Context: an optimization exercise on an open-source flow, tuned for small area, a short achievable clock period and few clock cycles per item. The choices shown serve that exercise and are no tape-out recipe.
RTL that was checked went through simulation tests only; none was proved equivalent to the original.
Power and IR drop assume default switching activity.

Setup of beta:
## fsk_demod
module fsk_demod (
    input  logic         sys_clk,
    input  logic         rst_n,
    input  logic [15:0]  sample_in,       
    input  logic         sample_valid,
    output logic         sample_ready,
    output logic         symbol,          
    output logic         symbol_valid,
    input  logic         symbol_ready
);
Size in the first run: about 690 cells after synthesis, about 23 I/O pins.
==> module fsk_demod, before the edit <==
module fsk_demod (
    input  logic         sys_clk,
    input  logic         rst_n,
    input  logic [15:0]  sample_in,       
    input  logic         sample_valid,
    output logic         sample_ready,
    output logic         symbol,          
    output logic         symbol_valid,
    input  logic         symbol_ready
);
    localparam int W = 24;
    logic       rdy;
    logic       take;
    logic [7:0] phase;
    logic [7:0] q1;           
    logic       p7;           
    logic [7:0] s1;
    logic       l1;
    assign sample_ready = rdy;
    assign take         = sample_valid && rdy;
    assign phase = sample_in[15:8];
    always_ff @(posedge sys_clk) begin
        q1 <= phase[7] ? 8'd0 - phase : phase;
        p7 <= phase[7];
        s1 <= sample_in[7:0] & {8{take}};
    end
    logic       newlast;      
    assign newlast = take && (phase == 8'hFF);
    always_ff @(posedge sys_clk or negedge rst_n) begin
        if (!rst_n) l1 <= 1'b0;
        else        l1 <= newlast;
    end
    logic signed [8:0] dhalf;
    logic [8:0]        se;
    logic [3:0]        neg_n, one_n, two_n;
    logic [3:0]        neg2, one2, two2;
    logic [8:0]        d2;
    logic              l2;
    tone_ref_lookup u_lookup (.q(q1[6:0]), .dref(dhalf));
    always_comb begin
        se = {s1, 1'b0};
        for (int i = 0; i < 4; i++) begin
            neg_n[i] = se[2*i+2];
            one_n[i] = se[2*i+1] ^ se[2*i];
            two_n[i] = (se[2*i+2] & ~se[2*i+1] & ~se[2*i]) | (~se[2*i+2] & se[2*i+1] & se[2*i]);
        end
    end
    always_ff @(posedge sys_clk) begin
        d2   <= q1[7] ? 9'd0 : dhalf;       
        neg2 <= neg_n ^ {4{p7}};
        one2 <= one_n;
        two2 <= two_n;
    end
    logic [W-1:0] acc_s, acc_c;
    logic [W-1:0] nx_s, nx_c;
    logic         run;        
    logic         l3;         
    logic         flush;      
    fsk_mac u_mac (
        .neg (neg2),
        .one (one2),
        .two (two2),
        .d   (d2),
        .sm  (run ? acc_s : ~acc_c),    
        .cm  (acc_c),
        .nx0 (nx_s),
        .nx1 (nx_c)
    );
    always_ff @(posedge sys_clk) begin
        acc_s <= nx_s;
        acc_c <= nx_c;
    end
    always_ff @(posedge sys_clk or negedge rst_n) begin
        if (!rst_n) begin
            l2      <= 1'b0;
            l3      <= 1'b0;
            flush   <= 1'b1;
            run     <= 1'b0;
        end else begin
            l2      <= l1;
            l3      <= l2;
            flush   <= 1'b0;
            run     <= !(l2 || flush);
        end
    end
    logic [W-1:0] gen_b, prop_b;    
    logic         cg0, cg1, cp1, cg2, cp2, x23;
    logic         dg0, dg1, dp1, dg2, dp2, dx23;
    logic         dec;
    logic         l4;
    assign gen_b  = acc_s & acc_c;
    assign prop_b = acc_s | acc_c;
    always_comb begin
        cg0 = 1'b0;
        for (int i = 0; i < 8; i++)   cg0 = gen_b[i] | (prop_b[i] & cg0);
        cg1 = 1'b0;
        for (int i = 8; i < 16; i++)  cg1 = gen_b[i] | (prop_b[i] & cg1);
        cg2 = 1'b0;
        for (int i = 16; i < 23; i++) cg2 = gen_b[i] | (prop_b[i] & cg2);
        cp1 = &prop_b[15:8];
        cp2 = &prop_b[22:16];
        x23 = acc_s[23] ^ acc_c[23];
    end
    always_ff @(posedge sys_clk) begin
        dg0  <= cg0;
        dg1  <= cg1;
        dp1  <= cp1;
        dg2  <= cg2;
        dp2  <= cp2;
        dx23 <= x23;
    end
    assign dec = !(dx23 ^ (dg2 | (dp2 & (dg1 | (dp1 & dg0)))));
    always_ff @(posedge sys_clk or negedge rst_n) begin
        if (!rst_n) l4 <= 1'b0;
        else        l4 <= l3;
    end
    logic [1:0] qv;
    logic       pop;
    symbol_decider u_queue (
        .sys_clk      (sys_clk),
        .rst_n        (rst_n),
        .push         (l4),
        .push_bit     (dec),
        .qv           (qv),
        .pop          (pop),
        .symbol       (symbol),
        .symbol_valid (symbol_valid),
        .symbol_ready (symbol_ready)
    );
    logic [5:0] ends;
    logic       at_most_one;
    assign ends = {newlast, l1, l2, l3, l4, pop ? qv[1] : qv[0]};
    always_comb begin
        at_most_one = 1'b1;
        for (int i = 0; i < 6; i++)
            for (int j = i + 1; j < 6; j++)
                if (ends[i] && ends[j]) at_most_one = 1'b0;
    end
    always_ff @(posedge sys_clk or negedge rst_n) begin
        if (!rst_n) rdy <= 1'b0;
        else        rdy <= (pop || !qv[1]) && at_most_one;
    end
endmodule
Settings: LEC_CHECK=0, CAP_MARGIN=20, CORE_MARGIN=2, CORE_UTILIZATION=50, SETUP_SLACK_MARGIN=3.5, SLEW_MARGIN=20; clock period 6.0 ns.
standard.sh (not shown) runs the stock make flow with config.mk's settings and CLKGATE_MAP_FILE= SYNTH_SCRIPT=/design/flow/synth_recipe.tcl, a recipe that flattens the netlist after the stock synthesis.
==> flow/flow/run.sh <==
#!/bin/bash
# Own flow: the standard layout, with two changes.
#  1. Synthesis: the standard script, except that synth's "fine" step skips its quick abc
#     (so extract_fa sees the RTL's adders unscrambled) and the final abc uses an area
#     script with deepsyn (flow/abc_deep.script). The result is used only when it holds
#     exactly the standard synthesis's registers (names and cell types); otherwise the
#     standard synthesis is kept.
#  2. Port buffers are plain buffers (BUFFER_PORTS_ARGS) instead of the delay cells the
#     resizer picks by default.
# Every tool's output goes to a log file of its own in this folder.
set -u
W=$PWD
F=$W/flow
R=$W/orfs/results/$FLOW_PLATFORM/fsk_demod/base
PORTS='BUFFER_PORTS_ARGS=-buffer_cell sky130_fd_sc_hd__buf_4'

bash standard.sh synth > $W/log_standard_synth.txt 2>&1 || { echo "standard synth failed"; exit 1; }
cp $R/1_2_yosys.v $W/standard_1_2_yosys.v

# modified copy of ORFS's synth.tcl and of the standard flow's synthesis script
mkdir -p $W/mysynth
sed -e 's|^\(\s*synth -top $::env(DESIGN_NAME) -run fine: {\*}$synth_full_args\)|\1 -noabc|' \
    -e "s|^source \$::env(SCRIPTS_DIR)/synth_preamble.tcl|&\nset abc_args [lreplace \$abc_args 1 1 $F/abc_deep.script]|" \
    $FLOW_HOME/scripts/synth.tcl > $W/mysynth/synth.tcl
sed "s|source \$::env(SCRIPTS_DIR)/synth.tcl|source $W/mysynth/synth.tcl|" $W/synth_recipe.tcl > $W/mysynth/synth_recipe.tcl

if make -C $FLOW_HOME DESIGN_CONFIG=$W/config.mk WORK_HOME=$W/mysynth/orfs CLKGATE_MAP_FILE= \
     SYNTH_SCRIPT=$W/mysynth/synth_recipe.tcl synth > $W/log_my_synth.txt 2>&1; then
  M=$W/mysynth/orfs/results/$FLOW_PLATFORM/fsk_demod/base/1_2_yosys.v
  if python3 $F/regcmp.py $W/standard_1_2_yosys.v $M > $W/log_regcmp.txt 2>&1; then
    cp $M $R/1_2_yosys.v
    rm -f $R/1_synth.odb $R/1_synth.sdc
    echo "using the modified synthesis"
  else
    echo "registers differ: keeping the standard synthesis"
  fi
else
  echo "modified synthesis failed: keeping the standard synthesis"
fi

bash standard.sh "$PORTS" finish > $W/log_standard_finish.txt 2>&1 || { echo "layout failed"; exit 1; }
test -f $W/out/final.def
Other scripts of this flow, unchanged in this note and not shown: flow/flow/abc_deep.script, flow/flow/regcmp.py
Testbench counts of beta, summed over its fixed seeds: cycles 65,576, items 65,536.
Input changes introduced in epsilon (baseline for comparison: beta):
--- a/flow/design.v
+++ b/flow/design.v
@@ -521,31 +521,11 @@
         end
     end
-    logic [W-1:0] gen_b, prop_b;    
-    logic         cg0, cg1, cp1, cg2, cp2, x23;
-    logic         dg0, dg1, dp1, dg2, dp2, dx23;
-    logic         dec;
+    logic [W-1:0] total;
+    logic         dec;        
     logic         l4;
-    assign gen_b  = acc_s & acc_c;
-    assign prop_b = acc_s | acc_c;
-    always_comb begin
-        cg0 = 1'b0;
-        for (int i = 0; i < 8; i++)   cg0 = gen_b[i] | (prop_b[i] & cg0);
-        cg1 = 1'b0;
-        for (int i = 8; i < 16; i++)  cg1 = gen_b[i] | (prop_b[i] & cg1);
-        cg2 = 1'b0;
-        for (int i = 16; i < 23; i++) cg2 = gen_b[i] | (prop_b[i] & cg2);
-        cp1 = &prop_b[15:8];
-        cp2 = &prop_b[22:16];
-        x23 = acc_s[23] ^ acc_c[23];
-    end
+    assign total = acc_s + acc_c;
     always_ff @(posedge sys_clk) begin
-        dg0  <= cg0;
-        dg1  <= cg1;
-        dp1  <= cp1;
-        dg2  <= cg2;
-        dp2  <= cp2;
-        dx23 <= x23;
+        dec <= !total[W-1];
     end
-    assign dec = !(dx23 ^ (dg2 | (dp2 & (dg1 | (dp1 & dg0)))));
     always_ff @(posedge sys_clk or negedge rst_n) begin
         if (!rst_n) l4 <= 1'b0;
## What came out
Density: epsilon denser than beta
The critical-path cell with the highest stage delay comes out dfrtp_4 in one run and dfxtp_2 in the other, namely in beta and epsilon respectively.
Global routing usage on met2 delta for epsilon relative to beta: 3.8 points higher
Between beta and epsilon, the difference in clock transition at the register clock pins on the worst setup and hold paths after CTS is negligible.
The final reports for epsilon and beta show net count reported at finish higher in the former.
Looking at register share of the cell area, epsilon sits 3.3 points lower than beta does.
Re first-iteration DRC count: epsilon is about 3.5% up on beta.
epsilon ended up with a higher fraction of the cycle the final worst path needs than beta did.
Delta (epsilon minus beta): cell area went up, standby leakage power increased about 8%, total power consumption of the routed design rose about 4%.
For epsilon, only the layout was checked, not whether the RTL still works.

what the ideal ports hide:
In the flow no input, the clock included, has a driving cell. The finished layouts below were timed again as built, in two steps. Step 1 (the two cells are an assumption about what drives the block):
set clk [get_ports {sys_clk}]
set_driving_cell -lib_cell sky130_fd_sc_hd__clkbuf_16 $clk
set_driving_cell -lib_cell sky130_fd_sc_hd__buf_2 [delete_from_list [all_inputs] $clk]
Step 2, shift: input delay + t, output delay - t, t = (earliest + latest rising clock arrival at the registers) / 2. This alone moves slack from input paths to output paths. Slacks: ideal / step 1 / step 2; pairs: ideal / step 1.
run	t, ns	setup slack, ns	worst setup path at the end	worst data-port slew with drivers (ns)	pins driven straight from the clock port
beta	0.388	3.403 / 3.403 / 3.403	register to register	0.03	1
epsilon	0.387	3.112 / 3.112 / 3.112	register to register	0.05	1
After both steps setup and hold are still met in every run listed.
